This is an optimization exercise on Yosys and OpenROAD, whose aim is small area, a short achievable clock period and few clock cycles, not a production implementation.
In this exercise RTL edits were held to simulation tests only and were not proved equivalent to the original.
Power and IR drop assume default switching activity.

// rv_pipeline
module rv_pipeline (
    input  logic               clk,
    input  logic               rst_n,
    output pipe_pkg::mem_addr_t imem_addr,
    input  pipe_pkg::word_t     imem_rdata,
    output logic               dmem_ren,
    output logic               dmem_wen,
    output pipe_pkg::mem_addr_t dmem_addr,
    output pipe_pkg::word_t     dmem_wdata,
    input  pipe_pkg::word_t     dmem_rdata
);
For scale: about 1400 flip-flops, ~160 I/O pins, ~61000 um2 of cells after synthesis.
make LEC_CHECK=0 CAP_MARGIN=20 CORE_MARGIN=2 CORE_UTILIZATION=50 CTS_CLUSTER_DIAMETER=70 CTS_CLUSTER_SIZE=24 SETUP_SLACK_MARGIN=3.5 SLEW_MARGIN=20 finish   # period 6.3 ns
run.sh (not shown) runs the stock make flow with config.mk's settings and CLKGATE_MAP_FILE= SYNTH_SCRIPT=/design/flow/synth_recipe.tcl, a recipe that flattens the netlist after the stock synthesis.
Testbench counts at the start, summed over its fixed seeds: cycles 10,922.
Next try:
--- a/flow/design.v
+++ b/flow/design.v
@@ -139,13 +139,13 @@
     logic [4:0]  rd;
     logic        alu_ins;
     logic        wr_rd;
     logic [11:0] imm12;
     logic [31:0] rf1, rf2;
     logic [31:0] ex_a, ex_b, ex_sd;
-    logic        ex_fld, ex_fsd;   
+    logic        ex_fld;
     logic        ex_sra, ex_neg;
     logic        s_ar, s_slt, s_xor, s_or, s_and, s_sll, s_sr;
     logic [3:0]  ex_sh0, ex_sh1;   
     logic [1:0]  ex_sh2;           
     logic [31:0] b_nx;
     logic [4:0]  ex_rd;
@@ -175,31 +175,31 @@
     assign x_fwd2 = !stall && wr_rd && !is_ld && xs2 == rd;
     assign x_ld2  = !stall && wr_rd && is_ld && xs2 == rd;
     assign x_wt1  = ex_we && xs1 == ex_rd;
     assign x_wt2  = ex_we && xs2 == ex_rd;
     logic ar;
     assign ar = alu_ins && f3 == 3'b000;
-    logic a_exar, a_exo, a_mem, a_rf, b_imm, b_exar, b_exo, b_mem, b_rf, d_ex, d_mem, d_rf, ld2, neg;
+    logic a_exar, a_exo, a_mem, a_rf, b_imm, b_exar, b_exo, b_mem, b_rf, d_exar, d_exo, d_mem, d_rf, ld2, neg;
     always_ff @(posedge clk) begin
         a_exar <= x_fwd1 && ar;
         a_exo  <= x_fwd1 && !ar;
         a_mem  <= !x_fwd1 && x_wt1;
         a_rf   <= !x_fwd1 && !x_wt1 && rst_n && valid_nx0[xs1];
-        d_ex   <= x_fwd2;
+        d_exar <= x_fwd2 && ar;
+        d_exo  <= x_fwd2 && !ar;
         d_mem  <= !x_fwd2 && x_wt2;
         d_rf   <= !x_fwd2 && !x_wt2 && rst_n && valid_nx0[xs2];
         b_imm  <= !x_op;
         b_exar <= x_op && x_fwd2 && ar;
         b_exo  <= x_op && x_fwd2 && !ar;
         b_mem  <= x_op && !x_fwd2 && x_wt2;
-        b_rf  <= x_op && !x_fwd2 && !x_wt2 && rst_n && valid_nx0[xs2];
-        ld2   <= x_ld2;
-        neg   <= (x_op && x_f3 == 3'b000 && x_instr[30]) || ((x_op || x_imm) && x_f3 == 3'b010);
+        b_rf   <= x_op && !x_fwd2 && !x_wt2 && rst_n && valid_nx0[xs2];
+        ld2    <= x_ld2;
+        neg    <= (x_op && x_f3 == 3'b000 && x_instr[30]) || ((x_op || x_imm) && x_f3 == 3'b010);
     end
     logic       if_use1, if_use2, stall_nx;
-    assign if_opc  = imem_rdata[6:0];
     assign if_use1 = if_opc == rv_isa_pkg::opcode_op || if_opc == rv_isa_pkg::opcode_op_imm
                   || if_opc == rv_isa_pkg::opcode_load || if_opc == rv_isa_pkg::opcode_store;
     assign if_use2 = if_opc == rv_isa_pkg::opcode_op;
     assign stall_nx = !stall && is_ld && rd != 5'd0
                    && ((if_use1 && imem_rdata[19:15] == rd) || (if_use2 && imem_rdata[24:20] == rd));
     always_ff @(posedge clk) begin
@@ -224,14 +224,13 @@
         ex_b    <= b_nx ^ {32{neg}};
         for (int k = 0; k < 4; k++) begin
             ex_sh0[k] <= b_nx[1:0] == 2'(k);
             ex_sh1[k] <= b_nx[3:2] == 2'(k);
         end
         ex_sh2  <= {b_nx[4], !b_nx[4]};
-        ex_sd   <= ({32{d_mem}} & mem_val) | ({32{d_rf}} & rf2);
-        ex_fsd  <= d_ex;
+        ex_sd   <= ({32{d_exar}} & sum) | ({32{d_exo}} & alu_o) | ({32{d_mem}} & mem_val) | ({32{d_rf}} & rf2);
         ex_rd   <= rd;
         ex_fld  <= ld2;
         ex_sra  <= id_instr[30];
         ex_neg  <= neg;
         s_ar    <= (alu_ins && f3 == 3'b000) || is_ld || is_st;
         s_slt   <= alu_ins && f3 == 3'b010;
@@ -297,13 +296,13 @@
             mem_ld <= ex_ld;
             mem_st <= ex_st;
         end
     end
     always_ff @(posedge clk) begin
         mem_res <= alu;
-        mem_sd  <= ex_fld ? dmem_rdata : ex_fsd ? mem_res : ex_sd;
+        mem_sd  <= ex_fld ? dmem_rdata : ex_sd;
         mem_rd  <= ex_rd;
     end
     assign dmem_ren   = mem_ld;
     assign dmem_wen   = mem_st;
     assign dmem_addr  = mem_res[31:2];
     assign dmem_wdata = mem_sd;
Outcome: The new run finished clean. Final area barely changes. Setup slack is better by 0.21 ns. Critical path depth rose by 5. Via count is lower by about 0.46%. Synthesized cell count went down by about 0.7%. Synthesized area hardly moves. Global-route usage went up by 1.4 points. Final cell count goes down by about 0.33%. First-iteration DRC count increases by about 5%. Fmax increases by 7.1%. Count of clock-buffer cells in the layout grows by 10. Non-clock buffer count grows by 7. Die area hardly moves. Power went up by about 0.9%.
Testbench counts after the change, summed over its fixed seeds: cycles 10,922.

---

rv_pipeline, a different RTL version from the one above (not shown whole).
Size in the first run: about 1300 flip-flops, roughly 160 I/O pins, ~61000 sq um of cells after synthesis.
==> module reg_file, before the edit <==
module reg_file (
    input  logic        clk,
    input  logic        rst_n,
    input  logic [31:1] sel1,      
    input  logic [31:1] sel2,
    output logic [31:0] rs1_data,
    output logic [31:0] rs2_data,
    output logic        rs1_valid,
    output logic        rs2_valid,
    input  logic        we,        
    input  logic [4:0]  rd,
    input  logic [31:0] wdata
);
    logic [31:0] regs [1:31];
    logic [31:1] valid;
    logic [31:1] wsel;
    always_comb begin
        for (int j = 1; j < 32; j++)
            wsel[j] = we && (rd == 5'(j));
    end
    always_comb begin
        rs1_data = '0;
        rs2_data = '0;
        for (int j = 1; j < 32; j++) begin
            rs1_data = rs1_data | ({32{sel1[j]}} & regs[j]);
            rs2_data = rs2_data | ({32{sel2[j]}} & regs[j]);
        end
    end
    assign rs1_valid = |(sel1 & valid);
    assign rs2_valid = |(sel2 & valid);
    always_ff @(posedge clk) begin
        if (!rst_n)
            valid <= '0;
        else
            valid <= valid | wsel;
    end
    always_ff @(posedge clk) begin
        for (int j = 1; j < 32; j++)
            if (wsel[j]) regs[j] <= wdata;
    end
endmodule
==> module rv_pipeline, before the edit <==
module rv_pipeline (
    input  logic               clk,
    input  logic               rst_n,
    output pipe_pkg::mem_addr_t imem_addr,
    input  pipe_pkg::word_t     imem_rdata,
    output logic               dmem_ren,
    output logic               dmem_wen,
    output pipe_pkg::mem_addr_t dmem_addr,
    output pipe_pkg::word_t     dmem_wdata,
    input  pipe_pkg::word_t     dmem_rdata
);
    logic [29:0] pc;
    logic [31:0] id_instr;
    logic        id_v;
    logic        stall;
    assign imem_addr = pc;
    always_ff @(posedge clk) begin
        if (!rst_n) begin
            pc   <= '0;
            id_v <= 1'b0;
        end else if (!stall) begin
            pc   <= pc + 30'd1;
            id_v <= 1'b1;
        end
    end
    logic [31:1] id_sel1, id_sel2;
    always_ff @(posedge clk) begin
        if (!stall) begin
            id_instr <= imem_rdata;
            for (int j = 1; j < 32; j++) begin
                id_sel1[j] <= imem_rdata[19:15] == 5'(j);
                id_sel2[j] <= imem_rdata[24:20] == 5'(j);
            end
        end
    end
    logic [6:0]  opcode;
    logic [2:0]  f3;
    logic [4:0]  rd, rs1, rs2;
    logic        is_op, is_imm, is_ld, is_st, alu_ins;
    logic        wr_rd, use_b;
    logic [11:0] imm12;
    logic [31:0] rf1, rf2, rd1, rd2;
    logic        rv1, rv2;
    logic [31:0] ex_a, ex_b, ex_sd;
    logic        ex_fld;
    logic        ex_sra, ex_neg;
    logic        s_add, s_sub, s_slt, s_xor, s_or, s_and, s_sll, s_sr;
    logic [4:0]  ex_rd;
    logic        ex_we, ex_ld, ex_st;
    logic [31:0] alu;
    logic [31:0] mem_res, mem_sd;
    logic [4:0]  mem_rd;
    logic        mem_we, mem_ld, mem_st;
    logic [31:0] mem_val;
    assign opcode = id_instr[6:0];
    assign f3     = id_instr[14:12];
    assign rd     = id_instr[11:7];
    assign rs1    = id_instr[19:15];
    assign rs2    = id_instr[24:20];
    assign is_op  = id_v && opcode == rv_isa_pkg::opcode_op;
    assign is_imm = id_v && opcode == rv_isa_pkg::opcode_op_imm;
    assign is_ld  = id_v && opcode == rv_isa_pkg::opcode_load;
    assign is_st  = id_v && opcode == rv_isa_pkg::opcode_store;
    assign alu_ins = is_op || is_imm;
    assign wr_rd  = (alu_ins || is_ld) && rd != 5'd0;
    assign imm12  = is_st ? {id_instr[31:25], id_instr[11:7]} : id_instr[31:20];
    reg_file i_reg_file (
        .clk, .rst_n, .sel1(id_sel1), .sel2(id_sel2), .rs1_data(rf1), .rs2_data(rf2),
        .rs1_valid(rv1), .rs2_valid(rv2),
        .we(mem_we), .rd(mem_rd), .wdata(mem_val)
    );
    assign mem_val = mem_ld ? dmem_rdata : mem_res;
    assign rd1 = (mem_we && mem_rd == rs1) ? mem_val : rv1 ? rf1 : '0;
    assign rd2 = (mem_we && mem_rd == rs2) ? mem_val : rv2 ? rf2 : '0;
    logic hit1, hit2, fwd1, fwd2;
    assign hit1 = ex_we && ex_rd == rs1;
    assign hit2 = ex_we && ex_rd == rs2;
    assign fwd1 = hit1 && !ex_ld;
    assign fwd2 = hit2 && !ex_ld;
    assign use_b = is_op;
    assign stall = ex_ld && ((hit1 && (alu_ins || is_ld || is_st)) || (hit2 && use_b));
    always_ff @(posedge clk) begin
        if (!rst_n) begin
            ex_we <= 1'b0;
            ex_ld <= 1'b0;
            ex_st <= 1'b0;
        end else begin
            ex_we <= wr_rd && !stall;
            ex_ld <= is_ld && !stall;
            ex_st <= is_st && !stall;
        end
    end
    always_ff @(posedge clk) begin
        ex_a    <= fwd1 ? alu : rd1;
        ex_b    <= !is_op ? {{20{imm12[11]}}, imm12} : fwd2 ? alu : rd2;
        ex_sd   <= fwd2 ? alu : rd2;
        ex_rd   <= rd;
        ex_fld  <= hit2 && ex_ld;
        ex_sra  <= id_instr[30];
        ex_neg  <= (is_op && f3 == 3'b000 && id_instr[30]) || (alu_ins && f3 == 3'b010);
        s_add   <= (alu_ins && f3 == 3'b000 && !(is_op && id_instr[30])) || is_ld || is_st;
        s_sub   <= is_op && f3 == 3'b000 && id_instr[30];
        s_slt   <= alu_ins && f3 == 3'b010;
        s_xor   <= alu_ins && f3 == 3'b100;
        s_or    <= alu_ins && f3 == 3'b110;
        s_and   <= alu_ins && f3 == 3'b111;
        s_sll   <= alu_ins && f3 == 3'b001;
        s_sr    <= alu_ins && f3 == 3'b101;
    end
    logic [31:0] sum, diff, shr, shl;
    logic        lt;
    logic [32:0] sum33;
    assign sum33 = {ex_a, 1'b1} + {ex_b ^ {32{ex_neg}}, ex_neg};
    assign sum  = sum33[32:1];
    assign diff = sum;
    assign lt   = (ex_a[31] ^ ex_b[31]) ? ex_a[31] : diff[31];
    assign shr  = 32'($signed({ex_sra & ex_a[31], ex_a}) >>> ex_b[4:0]);
    assign shl  = ex_a << ex_b[4:0];
    assign alu = ({32{s_add}} & sum)
               | ({32{s_sub}} & diff)
               | ({32{s_slt}} & {31'b0, lt})
               | ({32{s_xor}} & (ex_a ^ ex_b))
               | ({32{s_or}}  & (ex_a | ex_b))
               | ({32{s_and}} & (ex_a & ex_b))
               | ({32{s_sll}} & shl)
               | ({32{s_sr}}  & shr);
    always_ff @(posedge clk) begin
        if (!rst_n) begin
            mem_we <= 1'b0;
            mem_ld <= 1'b0;
            mem_st <= 1'b0;
        end else begin
            mem_we <= ex_we;
            mem_ld <= ex_ld;
            mem_st <= ex_st;
        end
    end
    always_ff @(posedge clk) begin
        mem_res <= alu;
        mem_sd  <= ex_fld ? dmem_rdata : ex_sd;
        mem_rd  <= ex_rd;
    end
    assign dmem_ren   = mem_ld;
    assign dmem_wen   = mem_st;
    assign dmem_addr  = mem_res[31:2];
    assign dmem_wdata = mem_sd;
endmodule
Settings: LEC_CHECK=0, CAP_MARGIN=20, CORE_MARGIN=2, CORE_UTILIZATION=60, SETUP_SLACK_MARGIN=3.5, SLEW_MARGIN=20; clock period 6.3 ns.
Testbench counts at the start, summed over its fixed seeds: cycles 10,922.
==> next run, changes <==
--- a/flow/design.v
+++ b/flow/design.v
@@ -50,6 +50,5 @@
     output logic [31:0] rs1_data,
     output logic [31:0] rs2_data,
-    output logic        rs1_valid,
-    output logic        rs2_valid,
+    output logic [31:1] valid_nx,
     input  logic        we,        
     input  logic [4:0]  rd,
@@ -71,6 +70,5 @@
         end
     end
-    assign rs1_valid = |(sel1 & valid);
-    assign rs2_valid = |(sel2 & valid);
+    assign valid_nx = valid | wsel;
     always_ff @(posedge clk) begin
         if (!rst_n)
@@ -113,4 +111,12 @@
     end
     logic [31:1] id_sel1, id_sel2;
+    logic [31:1] valid_nx;
+    logic [31:0] valid_nx0;
+    logic        id_rv1, id_rv2;
+    assign valid_nx0 = {valid_nx, 1'b0};
+    always_ff @(posedge clk) begin
+        id_rv1 <= rst_n && valid_nx0[stall ? id_instr[19:15] : imem_rdata[19:15]];
+        id_rv2 <= rst_n && valid_nx0[stall ? id_instr[24:20] : imem_rdata[24:20]];
+    end
     always_ff @(posedge clk) begin
         if (!stall) begin
@@ -128,6 +134,5 @@
     logic        wr_rd, use_b;
     logic [11:0] imm12;
-    logic [31:0] rf1, rf2, rd1, rd2;
-    logic        rv1, rv2;
+    logic [31:0] rf1, rf2;
     logic [31:0] ex_a, ex_b, ex_sd;
     logic        ex_fld;
@@ -155,11 +160,9 @@
     reg_file i_reg_file (
         .clk, .rst_n, .sel1(id_sel1), .sel2(id_sel2), .rs1_data(rf1), .rs2_data(rf2),
-        .rs1_valid(rv1), .rs2_valid(rv2),
+        .valid_nx,
         .we(mem_we), .rd(mem_rd), .wdata(mem_val)
     );
     assign mem_val = mem_ld ? dmem_rdata : mem_res;
-    assign rd1 = (mem_we && mem_rd == rs1) ? mem_val : rv1 ? rf1 : '0;
-    assign rd2 = (mem_we && mem_rd == rs2) ? mem_val : rv2 ? rf2 : '0;
-    logic hit1, hit2, fwd1, fwd2;
+    logic hit1, hit2, fwd1, fwd2, wt1, wt2;
     assign hit1 = ex_we && ex_rd == rs1;
     assign hit2 = ex_we && ex_rd == rs2;
@@ -167,4 +170,17 @@
     assign fwd2 = hit2 && !ex_ld;
     assign use_b = is_op;
+    assign wt1 = mem_we && mem_rd == rs1;
+    assign wt2 = mem_we && mem_rd == rs2;
+    logic a_ex, a_mem, a_rf, b_imm, b_ex, b_mem, b_rf, d_ex, d_mem, d_rf;
+    assign a_ex  = fwd1;
+    assign a_mem = !fwd1 && wt1;
+    assign a_rf  = !fwd1 && !wt1 && id_rv1;
+    assign d_ex  = fwd2;
+    assign d_mem = !fwd2 && wt2;
+    assign d_rf  = !fwd2 && !wt2 && id_rv2;
+    assign b_imm = !is_op;
+    assign b_ex  = is_op && d_ex;
+    assign b_mem = is_op && d_mem;
+    assign b_rf  = is_op && d_rf;
     assign stall = ex_ld && ((hit1 && (alu_ins || is_ld || is_st)) || (hit2 && use_b));
     always_ff @(posedge clk) begin
@@ -180,7 +196,8 @@
     end
     always_ff @(posedge clk) begin
-        ex_a    <= fwd1 ? alu : rd1;
-        ex_b    <= !is_op ? {{20{imm12[11]}}, imm12} : fwd2 ? alu : rd2;
-        ex_sd   <= fwd2 ? alu : rd2;
+        ex_a    <= ({32{a_ex}} & alu) | ({32{a_mem}} & mem_val) | ({32{a_rf}} & rf1);
+        ex_b    <= ({32{b_ex}} & alu) | ({32{b_mem}} & mem_val) | ({32{b_rf}} & rf2)
+                 | ({32{b_imm}} & {{20{imm12[11]}}, imm12});
+        ex_sd   <= ({32{d_ex}} & alu) | ({32{d_mem}} & mem_val) | ({32{d_rf}} & rf2);
         ex_rd   <= rd;
         ex_fld  <= hit2 && ex_ld;
Outcome:
- die area stays flat
- flip-flop and latch count is higher by 2
- global-route usage decreases by 0.64 points
- register-to-register slack degrades by 0.32 ns
- clock power climbs by 3.3%
- via count went down by 1.0%
- hold slack improves by 0.025 ns
- sequential power came out higher by about 1%
- worst setup slack gets worse by 0.32 ns
- cell area came out lower by 1.1%
- core utilization goes down by 0.89 points
Testbench counts after the change, summed over its fixed seeds: cycles 10,922.

-- afterwards: timing with drivers on the ports --
No port has a modelled driver above. Below, the same layouts with a new extraction and two added sets of constraints.
Step 1, drivers: a clkbuf_16 drives clk and a buf_2 each remaining input, both assumed.
Step 2, shift: input delay + t, output delay - t, t = (earliest + latest rising clock arrival at the registers) / 2. This alone moves slack from input paths to output paths.
a / b / c = no drivers / after step 1 / after step 2; a / b = the first two.
run	t, ns	setup WS [ns]	pins driven straight from the clock port
the first run of note 1	0.840	3.100 / 3.100 / 2.618	1
the second run of note 1	0.841	3.311 / 3.311 / 2.712	1
the first run of note 2	0.847	3.088 / 3.088 / 3.028	1
the second run of note 2	0.847	2.771 / 2.771 / 2.556	1
After both steps every run listed still meets setup and hold. For the second run of note 1, which loses most, drivers alone change the setup slack by 0.000 ns; drivers and shift together by -0.599 ns.
